What follows belongs to an exercise in optimizing a design on an open flow for a short achievable clock period and few clock cycles; a production flow would make more cautious choices.
In this exercise RTL edits were held to simulation tests only and were not proved equivalent to the original.
No activity file was given, so power comes from the tool's default toggle rates.

==> inputs of run a <==
==> flow/design.v <==
`timescale 1ns/1ps
module rn_node_top (
    input  logic        clk,
    input  logic        rst_n,
    input  logic        cpu_req_valid,
    input  logic [48:0] cpu_req,         
    output logic        cpu_req_ready,
    output logic        cpu_rsp_valid,
    input  logic        cpu_rsp_ready,
    output logic [39:0] cpu_rsp,         
    output logic        req_out_valid,
    input  logic        req_out_ready,
    output logic [73:0] req_out,         
    input  logic        rsp_in_valid,
    input  logic [8:0]  rsp_in,          
    input  logic        dat_in_valid,
    input  logic [39:0] dat_in,          
    input  logic        snp_in_valid,
    input  logic [32:0] snp_in,          
    output logic        snp_in_ready,
    output logic        snp_out_valid,
    input  logic        snp_out_ready,
    output logic [58:0] snp_out          
);
    localparam int LINES = 1 << 4;
    logic [(16 - 4)-1:0]  tag_q [LINES];
    logic [32-1:0] dat_q [LINES];
    logic [LINES-1:0]      v_q;
    logic [LINES-1:0]      m_q;
    logic                   c_rd;
    logic [16-1:0]  c_addr;
    logic [32-1:0]  c_wdata;
    logic [4-1:0] c_idx;
    logic [(16 - 4)-1:0]   c_tag;
    assign {c_rd, c_addr, c_wdata} = cpu_req;
    assign c_idx = c_addr[4-1:0];
    assign c_tag = c_addr[16-1:4];
    logic [LINES-1:0] c_dec;
    logic [LINES-1:0] c_eq;
    always_comb begin
        for (int i = 0; i < LINES; i++) begin
            c_dec[i] = (c_idx == i);
            c_eq[i]  = (tag_q[i] == c_tag);
        end
    end
    logic c_eq_sel, c_v_sel, c_m_sel;
    assign c_eq_sel = |(c_dec & c_eq);
    assign c_v_sel  = |(c_dec & v_q);
    assign c_m_sel  = |(c_dec & m_q);
    logic c_local_hit;    
    assign c_local_hit = c_v_sel && c_eq_sel && (c_rd || c_m_sel);
    logic                   s_op;
    logic [16-1:0]  s_addr;
    logic [8-1:0]   s_txn;
    logic [8-1:0]  s_src;
    logic [4-1:0] s_idx;
    logic [(16 - 4)-1:0]   s_tag;
    assign {s_op, s_addr, s_txn, s_src} = snp_in;
    assign s_idx = s_addr[4-1:0];
    assign s_tag = s_addr[16-1:4];
    logic [LINES-1:0] s_dec;
    logic [LINES-1:0] s_eq;
    always_comb begin
        for (int i = 0; i < LINES; i++) begin
            s_dec[i] = (s_idx == i);
            s_eq[i]  = (tag_q[i] == s_tag);
        end
    end
    logic s_hit, s_dirty;
    assign s_hit   = |(s_dec & s_eq & v_q);
    assign s_dirty = |(s_dec & s_eq & m_q);
    logic                   busy_q;    
    logic                   hold_q;    
    logic                   wrd_q;     
    logic                   wmu_q;     
    logic                   wdat_q;    
    logic [3:0]             skip_q;    
    logic                   nbh_k_q;   
    logic                   rdy_k_q;   
    logic                   wmu_k_q;   
    logic                   pv_q;
    logic                   p_hit_q;
    logic                   p_rd_q;
    logic                   p_m_q;
    logic [32-1:0]  p_data_q;
    logic                   rdy_q;     
    logic [4-1:0] pidx_q;    
    logic [8-1:0]   rtxn_q;
    logic [8-1:0]   cnt_q;     
    logic [8-1:0]   cnt1_q;    
    logic [32-1:0]  rp_q;
    logic [32-1:0]  rq_q;
    logic dat_ours, mu_done;
    assign dat_ours = rdy_q && dat_in_valid;
    assign mu_done  = wmu_q && rsp_in_valid;
    assign cpu_rsp_valid = hold_q || dat_ours || mu_done;
    assign cpu_req_ready = nbh_k_q || (rdy_k_q && dat_in_valid) || (wmu_k_q && rsp_in_valid);
    always_comb begin
        for (int i = 0; i < 32; i++) begin
            cpu_rsp[i] = rq_q[i] | (dat_in[i] & rp_q[i]);
        end
        cpu_rsp[39:32] = rtxn_q;
    end
    logic c_take;
    logic c_acc;
    logic p_go;
    logic fire;
    assign c_take = cpu_req_valid && cpu_req_ready;
    assign c_acc  = c_take && (!busy_q || cpu_rsp_ready);
    assign p_go   = pv_q && cpu_rsp_ready;
    logic [32-1:0] c_line_data;
    logic [32-1:0] c_rsp_data;
    assign c_line_data = (rdy_q && pidx_q == c_idx) ? dat_in[32-1:0] : dat_q[c_idx];
    assign c_rsp_data  = c_rd ? c_line_data : c_wdata;
    logic       skip_dec, skip_inc;
    logic [3:0] skip_n;
    logic       wdat_n, rdy_n, ok_n;
    logic       busy_n, hold_n, wrd_n, wmu_n, pv_n;
    assign pv_n = (c_take && !c_acc) || (pv_q && !cpu_rsp_ready);
    assign skip_dec = dat_in_valid && (skip_q != 4'd0);
    assign skip_inc = mu_done && (rsp_in[8] == 1'b1);
    assign skip_n   = skip_q + {3'b0, skip_inc} - {3'b0, skip_dec};
    assign wdat_n   = !c_acc && !p_go && ((wdat_q && !dat_ours) || (wrd_q && rsp_in_valid));
    assign rdy_n    = wdat_n && (skip_n == 4'd0);
    assign ok_n     = (skip_n < 4'd12);
    always_comb begin
        busy_n = busy_q;
        hold_n = hold_q;
        wrd_n  = wrd_q;
        wmu_n  = wmu_q;
        if (c_acc) begin
            busy_n = 1'b1;
            hold_n = c_local_hit;
            wrd_n  = !c_local_hit && c_rd;
            wmu_n  = !c_local_hit && !c_rd;
        end else if (p_go) begin
            busy_n = 1'b1;
            hold_n = p_hit_q;
            wrd_n  = !p_hit_q && p_rd_q;
            wmu_n  = !p_hit_q && !p_rd_q;
        end else begin
            if (cpu_rsp_valid) begin
                hold_n = !cpu_rsp_ready;
                busy_n = !cpu_rsp_ready;
            end
            if (rsp_in_valid) begin
                wrd_n = 1'b0;
                wmu_n = 1'b0;
            end
        end
    end
    always_ff @(posedge clk or negedge rst_n) begin
        if (!rst_n) begin
            busy_q <= 1'b0;
            hold_q <= 1'b0;
            wrd_q  <= 1'b0;
            wmu_q  <= 1'b0;
            wdat_q <= 1'b0;
            skip_q <= 4'd0;
            rdy_q  <= 1'b0;
            nbh_k_q  <= 1'b1;
            rdy_k_q  <= 1'b0;
            wmu_k_q  <= 1'b0;
            pv_q     <= 1'b0;
        end else begin
            skip_q <= skip_n;
            wdat_q <= wdat_n;
            rdy_q  <= rdy_n;
            busy_q <= busy_n;
            hold_q <= hold_n;
            wrd_q  <= wrd_n;
            wmu_q  <= wmu_n;
            pv_q     <= pv_n;
            nbh_k_q  <= (!busy_n || hold_n) && ok_n && !pv_n;
            rdy_k_q  <= rdy_n && ok_n;
            wmu_k_q  <= wmu_n && ok_n;
        end
    end
    always_ff @(posedge clk) begin
        if (c_take) begin
            pidx_q   <= c_idx;
            p_hit_q  <= c_local_hit;
            p_rd_q   <= c_rd;
            p_m_q    <= c_m_sel;
            p_data_q <= c_rsp_data;
        end
        if (c_acc) begin
            rp_q   <= c_rsp_data;
            rq_q   <= c_rsp_data;
        end else if (p_go) begin
            rp_q   <= p_data_q;
            rq_q   <= p_data_q;
        end else if (wrd_q && rsp_in_valid) begin
            rp_q   <= {32{1'b1}};
            rq_q   <= {32{1'b0}};
        end else if (dat_ours) begin
            rp_q   <= dat_in[32-1:0];
            rq_q   <= dat_in[32-1:0];
        end
        if (c_acc || p_go || fire) rtxn_q <= cnt_q;
    end
    logic                  f0v_q, f1v_q;
    logic [1:0]            f0_op_q, f1_op_q;
    logic [16-1:0] f0_addr_q, f1_addr_q;
    logic [32-1:0] f0_data_q;
    logic [1:0]            c_op;
    assign fire = f0v_q && req_out_ready;
    assign c_op = c_rd ? 2'd0 : 2'd1;
    assign req_out_valid = f0v_q;
    assign req_out       = {f0_op_q, f0_addr_q, cnt_q, 8'h05, 8'h00, f0_data_q};
    always_ff @(posedge clk or negedge rst_n) begin
        if (!rst_n) begin
            f0v_q  <= 1'b0;
            f1v_q  <= 1'b0;
            cnt_q  <= '0;
            cnt1_q <= 8'd1;
        end else begin
            if (c_acc && !c_local_hit) begin
                f0v_q <= 1'b1;
                f1v_q <= c_m_sel;
            end else if (p_go && !p_hit_q) begin
                f0v_q <= 1'b1;
                f1v_q <= p_m_q;
            end else if (fire) begin
                f0v_q <= f1v_q;
                f1v_q <= 1'b0;
            end
            if (fire) begin
                cnt_q  <= cnt1_q;
                cnt1_q <= cnt1_q + 1'b1;
            end
        end
    end
    always_ff @(posedge clk) begin
        if (c_take) begin
            f0_op_q   <= c_m_sel ? 2'd2 : c_op;
            f0_addr_q <= c_m_sel ? {tag_q[c_idx], c_idx} : c_addr;
            f0_data_q <= c_m_sel ? dat_q[c_idx] : {32{1'b0}};
            f1_op_q   <= c_op;
            f1_addr_q <= c_addr;
        end else if (fire) begin
            f0_op_q   <= f1_op_q;
            f0_addr_q <= f1_addr_q;
            f0_data_q <= {32{1'b0}};
        end
    end
    logic shold_q;
    logic s_acc;
    assign snp_in_ready  = !shold_q || snp_out_ready;
    assign snp_out_valid = shold_q;
    assign s_acc         = snp_in_valid && snp_in_ready;
    always_ff @(posedge clk or negedge rst_n) begin
        if (!rst_n) begin
            shold_q <= 1'b0;
        end else if (s_acc) begin
            shold_q <= 1'b1;
        end else if (snp_out_ready) begin
            shold_q <= 1'b0;
        end
    end
    always_ff @(posedge clk) begin
        if (s_acc) begin
            snp_out <= {s_dirty, s_dirty, s_hit, s_txn, 8'h05, s_src,
                        s_dirty ? dat_q[s_idx] : {32{1'b0}}};
        end
    end
    logic fill;
    assign fill = dat_ours;
    always_ff @(posedge clk or negedge rst_n) begin
        if (!rst_n) begin
            v_q <= '0;
            m_q <= '0;
        end else begin
            for (int i = 0; i < LINES; i++) begin
                if (c_take && c_dec[i]) begin
                    v_q[i] <= 1'b1;
                    m_q[i] <= !c_rd || (c_eq[i] && m_q[i]);
                end else if (s_acc && s_dec[i] && s_eq[i]) begin
                    m_q[i] <= 1'b0;
                    if (s_op == 1'b1) v_q[i] <= 1'b0;
                end
            end
        end
    end
    always_ff @(posedge clk) begin
        for (int i = 0; i < LINES; i++) begin
            if (c_take && c_dec[i]) begin
                tag_q[i] <= c_tag;
            end
            if (c_take && c_dec[i] && !c_rd) begin
                dat_q[i] <= c_wdata;
            end else if (fill && pidx_q == i) begin
                dat_q[i] <= dat_in[32-1:0];
            end
        end
    end
endmodule
==> flow/flow/run.sh <==
#!/bin/bash
# The standard layout, with one change: the ports are buffered with
# a strong buffer (buf_8) instead of the default cell buffer_ports picks,
# a slow delay buffer. Synthesis is the standard one, run unchanged.
set -euo pipefail
cd "$(dirname "$0")/.."
bash standard.sh synth > synth.log 2>&1
bash standard.sh "BUFFER_PORTS_ARGS=-buffer_cell sky130_fd_sc_hd__buf_8" finish > layout.log 2>&1
==> flow/standard.sh <==
#!/bin/bash
# synth_recipe.tcl (not shown) runs the flow's synth.tcl, then flattens the netlist and writes it again
# the make line also repeats each setting of config.mk as NAME=value (left out here)
make -C /OpenROAD-flow-scripts/flow DESIGN_CONFIG=/design/flow/config.mk WORK_HOME=/design/flow/orfs CLKGATE_MAP_FILE= SYNTH_SCRIPT=/design/flow/synth_recipe.tcl "${@:-finish}"
==> flow/config.mk <==
export PLATFORM = sky130hd
export DESIGN_NAME = rn_node_top
export DESIGN_NICKNAME = rn_node_top
export VERILOG_FILES = /design/flow/design.v
export SDC_FILE = /design/flow/constraint.sdc
export NUM_CORES = 4
export LEC_CHECK = 0
export ABC_CLOCK_PERIOD_IN_PS = 2000
export CAP_MARGIN = 20
export CORE_MARGIN = 2
export CORE_UTILIZATION = 40
export SETUP_SLACK_MARGIN = 2.6
export SLEW_MARGIN = 20
==> flow/constraint.sdc <==
create_clock -name core_clock -period 5.0 [get_ports {clk}]
set_input_delay 1.0000 -clock core_clock [delete_from_list [all_inputs] [get_ports {clk}]]
set_output_delay 1.0000 -clock core_clock [all_outputs]
set_load 0.01 [all_outputs]
==> run b (differences from run a) <==
--- a/flow/design.v
+++ b/flow/design.v
@@ -75,14 +75,10 @@
     logic                   wmu_q;     
     logic                   wdat_q;    
     logic [3:0]             skip_q;    
-    logic                   nbh_k_q;   
+    logic                   nb_q;      
+    logic                   hold_k_q;  
     logic                   rdy_k_q;   
     logic                   wmu_k_q;   
-    logic                   pv_q;
-    logic                   p_hit_q;
-    logic                   p_rd_q;
-    logic                   p_m_q;
-    logic [32-1:0]  p_data_q;
     logic                   rdy_q;     
     logic [4-1:0] pidx_q;    
     logic [8-1:0]   rtxn_q;
@@ -94,20 +90,17 @@
     assign dat_ours = rdy_q && dat_in_valid;
     assign mu_done  = wmu_q && rsp_in_valid;
     assign cpu_rsp_valid = hold_q || dat_ours || mu_done;
-    assign cpu_req_ready = nbh_k_q || (rdy_k_q && dat_in_valid) || (wmu_k_q && rsp_in_valid);
+    assign cpu_req_ready = nb_q || (cpu_rsp_ready && (hold_k_q || (rdy_k_q && dat_in_valid)
+                                                      || (wmu_k_q && rsp_in_valid)));
     always_comb begin
         for (int i = 0; i < 32; i++) begin
-            cpu_rsp[i] = rq_q[i] | (dat_in[i] & rp_q[i]);
+            cpu_rsp[i] = dat_in[i] ? rp_q[i] : rq_q[i];
         end
         cpu_rsp[39:32] = rtxn_q;
     end
-    logic c_take;
     logic c_acc;
-    logic p_go;
     logic fire;
-    assign c_take = cpu_req_valid && cpu_req_ready;
-    assign c_acc  = c_take && (!busy_q || cpu_rsp_ready);
-    assign p_go   = pv_q && cpu_rsp_ready;
+    assign c_acc = cpu_req_valid && cpu_req_ready;
     logic [32-1:0] c_line_data;
     logic [32-1:0] c_rsp_data;
     assign c_line_data = (rdy_q && pidx_q == c_idx) ? dat_in[32-1:0] : dat_q[c_idx];
@@ -115,12 +108,11 @@
     logic       skip_dec, skip_inc;
     logic [3:0] skip_n;
     logic       wdat_n, rdy_n, ok_n;
-    logic       busy_n, hold_n, wrd_n, wmu_n, pv_n;
-    assign pv_n = (c_take && !c_acc) || (pv_q && !cpu_rsp_ready);
+    logic       busy_n, hold_n, wrd_n, wmu_n;
     assign skip_dec = dat_in_valid && (skip_q != 4'd0);
     assign skip_inc = mu_done && (rsp_in[8] == 1'b1);
     assign skip_n   = skip_q + {3'b0, skip_inc} - {3'b0, skip_dec};
-    assign wdat_n   = !c_acc && !p_go && ((wdat_q && !dat_ours) || (wrd_q && rsp_in_valid));
+    assign wdat_n   = !c_acc && ((wdat_q && !dat_ours) || (wrd_q && rsp_in_valid));
     assign rdy_n    = wdat_n && (skip_n == 4'd0);
     assign ok_n     = (skip_n < 4'd12);
     always_comb begin
@@ -133,11 +125,6 @@
             hold_n = c_local_hit;
             wrd_n  = !c_local_hit && c_rd;
             wmu_n  = !c_local_hit && !c_rd;
-        end else if (p_go) begin
-            busy_n = 1'b1;
-            hold_n = p_hit_q;
-            wrd_n  = !p_hit_q && p_rd_q;
-            wmu_n  = !p_hit_q && !p_rd_q;
         end else begin
             if (cpu_rsp_valid) begin
                 hold_n = !cpu_rsp_ready;
@@ -158,10 +145,10 @@
             wdat_q <= 1'b0;
             skip_q <= 4'd0;
             rdy_q  <= 1'b0;
-            nbh_k_q  <= 1'b1;
+            nb_q     <= 1'b1;
+            hold_k_q <= 1'b0;
             rdy_k_q  <= 1'b0;
             wmu_k_q  <= 1'b0;
-            pv_q     <= 1'b0;
         end else begin
             skip_q <= skip_n;
             wdat_q <= wdat_n;
@@ -170,26 +157,17 @@
             hold_q <= hold_n;
             wrd_q  <= wrd_n;
             wmu_q  <= wmu_n;
-            pv_q     <= pv_n;
-            nbh_k_q  <= (!busy_n || hold_n) && ok_n && !pv_n;
+            nb_q     <= !busy_n && ok_n;
+            hold_k_q <= hold_n && ok_n;
             rdy_k_q  <= rdy_n && ok_n;
             wmu_k_q  <= wmu_n && ok_n;
         end
     end
     always_ff @(posedge clk) begin
-        if (c_take) begin
-            pidx_q   <= c_idx;
-            p_hit_q  <= c_local_hit;
-            p_rd_q   <= c_rd;
-            p_m_q    <= c_m_sel;
-            p_data_q <= c_rsp_data;
-        end
         if (c_acc) begin
+            pidx_q <= c_idx;
             rp_q   <= c_rsp_data;
             rq_q   <= c_rsp_data;
-        end else if (p_go) begin
-            rp_q   <= p_data_q;
-            rq_q   <= p_data_q;
         end else if (wrd_q && rsp_in_valid) begin
             rp_q   <= {32{1'b1}};
             rq_q   <= {32{1'b0}};
@@ -197,7 +175,7 @@
             rp_q   <= dat_in[32-1:0];
             rq_q   <= dat_in[32-1:0];
         end
-        if (c_acc || p_go || fire) rtxn_q <= cnt_q;
+        if (c_acc || fire) rtxn_q <= cnt_q;
     end
     logic                  f0v_q, f1v_q;
     logic [1:0]            f0_op_q, f1_op_q;
@@ -218,9 +196,6 @@
             if (c_acc && !c_local_hit) begin
                 f0v_q <= 1'b1;
                 f1v_q <= c_m_sel;
-            end else if (p_go && !p_hit_q) begin
-                f0v_q <= 1'b1;
-                f1v_q <= p_m_q;
             end else if (fire) begin
                 f0v_q <= f1v_q;
                 f1v_q <= 1'b0;
@@ -232,7 +207,7 @@
         end
     end
     always_ff @(posedge clk) begin
-        if (c_take) begin
+        if (c_acc) begin
             f0_op_q   <= c_m_sel ? 2'd2 : c_op;
             f0_addr_q <= c_m_sel ? {tag_q[c_idx], c_idx} : c_addr;
             f0_data_q <= c_m_sel ? dat_q[c_idx] : {32{1'b0}};
@@ -272,7 +247,7 @@
             m_q <= '0;
         end else begin
             for (int i = 0; i < LINES; i++) begin
-                if (c_take && c_dec[i]) begin
+                if (c_acc && c_dec[i]) begin
                     v_q[i] <= 1'b1;
                     m_q[i] <= !c_rd || (c_eq[i] && m_q[i]);
                 end else if (s_acc && s_dec[i] && s_eq[i]) begin
@@ -284,10 +259,10 @@
     end
     always_ff @(posedge clk) begin
         for (int i = 0; i < LINES; i++) begin
-            if (c_take && c_dec[i]) begin
+            if (c_acc && c_dec[i]) begin
                 tag_q[i] <= c_tag;
             end
-            if (c_take && c_dec[i] && !c_rd) begin
+            if (c_acc && c_dec[i] && !c_rd) begin
                 dat_q[i] <= c_wdata;
             end else if (fill && pidx_q == i) begin
                 dat_q[i] <= dat_in[32-1:0];
==> flow/run.sh (new file) <==
#!/bin/bash
# synth_recipe.tcl (not shown) runs the flow's synth.tcl, then flattens the netlist and writes it again
# the make line also repeats each setting of config.mk as NAME=value (left out here)
make -C /OpenROAD-flow-scripts/flow DESIGN_CONFIG=/design/flow/config.mk WORK_HOME=/design/flow/orfs CLKGATE_MAP_FILE= SYNTH_SCRIPT=/design/flow/synth_recipe.tcl finish
==> flow/config.mk (replaced) <==
export PLATFORM = sky130hd
export DESIGN_NAME = rn_node_top
export DESIGN_NICKNAME = rn_node_top
export VERILOG_FILES = /design/flow/design.v
export SDC_FILE = /design/flow/constraint.sdc
export NUM_CORES = 4
export LEC_CHECK = 0
export ABC_CLOCK_PERIOD_IN_PS = 1500
export CAP_MARGIN = 20
export CORE_MARGIN = 2
export CORE_UTILIZATION = 55
export SETUP_SLACK_MARGIN = 3.0
export SLEW_MARGIN = 20
removed: flow/flow/run.sh
removed: flow/standard.sh
==> out/metrics.yaml <==
place:
  dpl.cell_count: 5984
  gp_congestion: 0.977
sta:
  min_period_over_period_pct: 56.4
  tns_ns: 0
pwr:
  power.leakage_nw: 25.5
logic_synthesis:
  synthCells: 4163
finish:
  nets: 4944
  largest_reg_flops: 512
global_routing:
  grtUsageMet1_pct: 44.4
worst_setup_path:
  rrSetupSlack_ns: 2.18
  crit_end: "snp_out[23]$_SDFFCE_PN0P_"
detailed_routing:
  wl_met3_um: 44000
outcome:
  status: "complete, no violations"
[end of results for run a]
==> out/metrics.yaml <==
outcome:
  status: "aborted with a tool error"
  lastStage: "global routing"
  error: "[ERROR GRT-0232] Routing congestion too high. Check the congestion heatmap in the GUI."
global_routing:
  grtUsageMet1_pct: 77.6
  met2_usage_pct: 89.8
  grt_usage_pct: 77.0
  met3_usage_pct: 66.3
  grt_max_degree: 43
logic_synthesis:
  synthTopCellsByArea: "edfxtp_1, mux2_2, xnor2_1"
  synthFlopType: "edfxtp_1"
  synthCells: 4058
  synth-seq-area-share_pct: 55.4
clock_tree:
  cts_hold_buf: 0
  postCtsSetupBuffers: 563
  cts_sinks: 958
place:
  place.port_buffers: 277
  dpl.cell_count: 5420
  gp_congestion: 1.04
[end of results for run b]
Testbench counts of run a, summed over its fixed seeds: cycles 65,866.
Testbench counts of run b, summed over its fixed seeds: cycles 65,866.

afterwards: timing with drivers on the ports:
Ports are ideal in the flow. The routed layout listed here was re-timed in OpenROAD. Step 1 (the two cells are an assumption about what drives the block):
set clk [get_ports {clk}]
set_driving_cell -lib_cell sky130_fd_sc_hd__clkbuf_16 $clk
set_driving_cell -lib_cell sky130_fd_sc_hd__buf_2 [delete_from_list [all_inputs] $clk]
Step 2 also shifts input and output timing later by t, the mid clock arrival at the registers, as if the neighbouring blocks saw the same clock. Three values: ideal, step 1, step 2; two values: the first two.
run: run a
t (ns): 0.838
slack for setup (ns): 2.178 / 1.948 / 1.111
worst setup path at the end: input to register
clock arrival spread, ns: 0.071 / 0.071
slew at the worst register clock pin (ns): 0.07 / 0.07
After both steps setup and hold are still met in run a. For run a, drivers alone change the setup slack by -0.230 ns; drivers and shift together by -1.067 ns.
